Background: an optimization exercise with open tools, aiming at small area and a short achievable clock period. Do not read the settings as production practice. Where RTL was checked, it was by simulation tests only, not by an equivalence proof against the original.

== oak ==
Design aluCluster, start of the top module:
module aluCluster (
    input  logic                            clk,
    input  logic                            rstN,
    input  logic                            awvalid,
    output logic                            awready,
    input  logic [aluBusPkg::ADDR_W-1:0]    awaddr,
    input  logic                            wvalid,
    output logic                            wready,
    input  logic [aluPkg::DATA_W-1:0]       wdata,
    output logic                            bvalid,
    input  logic                            bready,
    output logic [aluBusPkg::RESP_W-1:0]    bresp,
    input  logic                            arvalid,
    output logic                            arready,
    input  logic [aluBusPkg::ADDR_W-1:0]    araddr,
    output logic                            rvalid,
    input  logic                            rready,
    output logic [aluPkg::DATA_W-1:0]       rdata,
    output logic [aluBusPkg::RESP_W-1:0]    rresp
);
    logic                       issue;
    logic [4:0]                 issueOp;
    logic [aluPkg::DATA_W-1:0]  issueA;
    logic [aluPkg::DATA_W-1:0]  issueB;
    logic [aluPkg::DATA_W-1:0]  result;
    logic                       carry;
    logic                       ovf;
    logic                       cond;
    logic                       full;
    logic                       wrValid;
    aluDispatch dispatch_i (
        .clk        (clk),
        .rstN       (rstN),
        .awvalid    (awvalid),
        .awready    (awready),
        .awaddr     (awaddr),
        .wvalid     (wvalid),
        .wready     (wready),
        .wdata      (wdata),
        .bvalid     (bvalid),
        .bready     (bready),
        .bresp      (bresp),
        .full       (full),
        .issue      (issue),
        .issueOp    (issueOp),
        .issueA     (issueA),
        .issueB     (issueB)
    );
    aluLane lane_i (
        .op     (issueOp),
        .a      (issueA),
  ...
Size: roughly 1400 cells after synthesis, roughly 260 flip-flops, roughly 96 I/O pins, roughly 16000 sq um of cells after synthesis.
==> module aluDispatch, before the edit <==
module aluDispatch (
    input  logic                            clk,
    input  logic                            rstN,
    input  logic                            awvalid,
    output logic                            awready,
    input  logic [aluBusPkg::ADDR_W-1:0]    awaddr,
    input  logic                            wvalid,
    output logic                            wready,
    input  logic [aluPkg::DATA_W-1:0]       wdata,
    output logic                            bvalid,
    input  logic                            bready,
    output logic [aluBusPkg::RESP_W-1:0]    bresp,
    input  logic                            full,
    output logic                            issue,       
    output logic [4:0]                      issueOp,     
    output logic [aluPkg::DATA_W-1:0]       issueA,
    output logic [aluPkg::DATA_W-1:0]       issueB
);
    logic isCmd;
    logic isA;
    logic isB;
    logic cmdLegal;
    logic accept;
    logic errResp;
    logic [5:0] op;
    assign op    = wdata[5:0];
    assign isCmd = (awaddr == aluBusPkg::REG_CMD);
    assign isA   = (awaddr == aluBusPkg::REG_OPA);
    assign isB   = (awaddr == aluBusPkg::REG_OPB);
    always_comb
    begin
        case (op)
            6'h00, 6'h02, 6'h03, 6'h04, 6'h06, 6'h07, 6'h0a, 6'h0b, 6'h1c, 6'h1d,
            6'h20, 6'h21, 6'h22, 6'h23, 6'h24, 6'h25, 6'h26, 6'h27, 6'h2a, 6'h2b:
                cmdLegal = 1'b1;
            default:
                cmdLegal = 1'b0;
        endcase
    end
    assign accept  = awvalid && wvalid && (!bvalid || bready) && !(isCmd && full);
    assign awready = accept;
    assign wready  = accept;
    assign issue   = accept && isCmd && cmdLegal;
    assign errResp = !(isA || isB || (isCmd && cmdLegal));
    always_ff @(posedge clk or negedge rstN)
    begin
        if (!rstN)
            bvalid <= 1'b0;
        else if (accept)
            bvalid <= 1'b1;
        else if (bready)
            bvalid <= 1'b0;
    end
    assign bresp[0] = 1'b0;
    always_ff @(posedge clk)
    begin
        issueOp <= {op[5], op[3:0]};     
        if (accept)
        begin
            bresp[1] <= errResp;
            if (isA)
                issueA <= wdata;
            if (isB)
                issueB <= wdata;
        end
    end
endmodule
==> flow/config.mk <==
export PLATFORM = sky130hd
export DESIGN_NAME = aluCluster
export DESIGN_NICKNAME = aluCluster
export VERILOG_FILES = /design/flow/design.v
export SDC_FILE = /design/flow/constraint.sdc
export NUM_CORES = 4
export LEC_CHECK = 0
export CAP_MARGIN = 20
export CORE_MARGIN = 2
export CORE_UTILIZATION = 40
export CTS_BUF_LIST = sky130_fd_sc_hd__clkbuf_8
export CTS_CLUSTER_DIAMETER = 300
export CTS_CLUSTER_SIZE = 16
export SLEW_MARGIN = 20
export SYNTH_HIERARCHICAL = 1
==> flow/constraint.sdc <==
create_clock -name core_clock -period 26.0 [get_ports {clk}]
set_input_delay 5.2000 -clock core_clock [delete_from_list [all_inputs] [get_ports {clk}]]
set_output_delay 5.2000 -clock core_clock [all_outputs]
set_load 0.01 [all_outputs]
standard.sh (not shown) runs the stock make flow with config.mk's settings and CLKGATE_MAP_FILE= SYNTH_SCRIPT=/design/flow/synth_recipe.tcl, a recipe that flattens the netlist after the stock synthesis.
==> flow/flow/run.sh <==
#!/bin/bash
# The standard layout, with plain buffers on the ports instead of the
# delay buffers buffer_ports picks on its own, repair aiming for slack well
# beyond the clock target, and no dummy clock loads. Tool output goes to
# make.log here and to orfs/logs.
set -euo pipefail
bash standard.sh \
  "BUFFER_PORTS_ARGS=-buffer_cell sky130_fd_sc_hd__buf_1" \
  SETUP_SLACK_MARGIN=15 \
  "CTS_ARGS=-sink_clustering_enable -repair_clock_nets -sink_clustering_size 16 -sink_clustering_max_diameter 300 -buf_list sky130_fd_sc_hd__clkbuf_8 -dont_use_dummy_load" \
  finish > make.log 2>&1
For pine, these inputs were changed with respect to oak:
--- a/flow/design.v
+++ b/flow/design.v
@@ -193,4 +193,16 @@
 `timescale 1ns/1ps
 `default_nettype none
+module aluAccept (
+    input  logic                            awvalid,
+    input  logic                            wvalid,
+    input  logic [aluBusPkg::ADDR_W-1:0]    awaddr,
+    input  logic                            bvalid,
+    input  logic                            bready,
+    input  logic                            full,
+    output logic                            accept
+);
+    assign accept = awvalid && wvalid && (!bvalid || bready) &&
+                    !((awaddr == aluBusPkg::REG_CMD) && full);
+endmodule
 module aluDispatch (
     input  logic                            clk,
@@ -232,7 +244,35 @@
         endcase
     end
-    assign accept  = awvalid && wvalid && (!bvalid || bready) && !(isCmd && full);
-    assign awready = accept;
-    assign wready  = accept;
+    logic acceptAw;
+    logic acceptW;
+    aluAccept acceptAw_i (
+        .awvalid    (awvalid),
+        .wvalid     (wvalid),
+        .awaddr     (awaddr),
+        .bvalid     (bvalid),
+        .bready     (bready),
+        .full       (full),
+        .accept     (acceptAw)
+    );
+    aluAccept acceptW_i (
+        .awvalid    (awvalid),
+        .wvalid     (wvalid),
+        .awaddr     (awaddr),
+        .bvalid     (bvalid),
+        .bready     (bready),
+        .full       (full),
+        .accept     (acceptW)
+    );
+    aluAccept accept_i (
+        .awvalid    (awvalid),
+        .wvalid     (wvalid),
+        .awaddr     (awaddr),
+        .bvalid     (bvalid),
+        .bready     (bready),
+        .full       (full),
+        .accept     (accept)
+    );
+    assign awready = acceptAw;
+    assign wready  = acceptW;
     assign issue   = accept && isCmd && cmdLegal;
     assign errResp = !(isA || isB || (isCmd && cmdLegal));
==> comparison <==
Relative to oak, sequential share of cell area decreased by 0.20 points in pine. Wire: pine routes more than oak. Between pine and oak, the difference in number of register bits inferred by synthesis is negligible. Going from oak to pine, final design area excluding fillers grew slightly. Diff oak -> pine: mux share of post-synthesis cell area level, worst path setup slack after routing rose by 0.12 ns.
Only the layout flow was run in pine; the RTL was not checked for function there.

==> afterwards: timing with drivers on the ports <==
The flow's constraints put no driver on any port. The routed layouts listed below were extracted and timed again, unchanged, in two steps. Step 1 sets driving cells, clkbuf_16 on the clock port and buf_2 on the other inputs (assumed; they add their load-dependent delay and slew). Step 2 moves the port delays by t, midway between the first and last clock arrival at a register: inputs arrive t later, outputs are due t later. That takes back most of the time a late clock gives input paths. a / b / c = ideal / step 1 / step 2; a / b = the first two.
run | t, ns | setup WS [ns] | worst slew at a driven data input, ns
oak | 0.632 | 14.727 / 14.696 / 14.696 | 0.06
pine | 0.603 | 14.848 / 14.786 / 14.786 | 0.08
After both steps every run listed still meets setup and hold. For pine, which loses most, drivers alone change the setup slack by -0.062 ns; drivers and shift together by -0.062 ns.
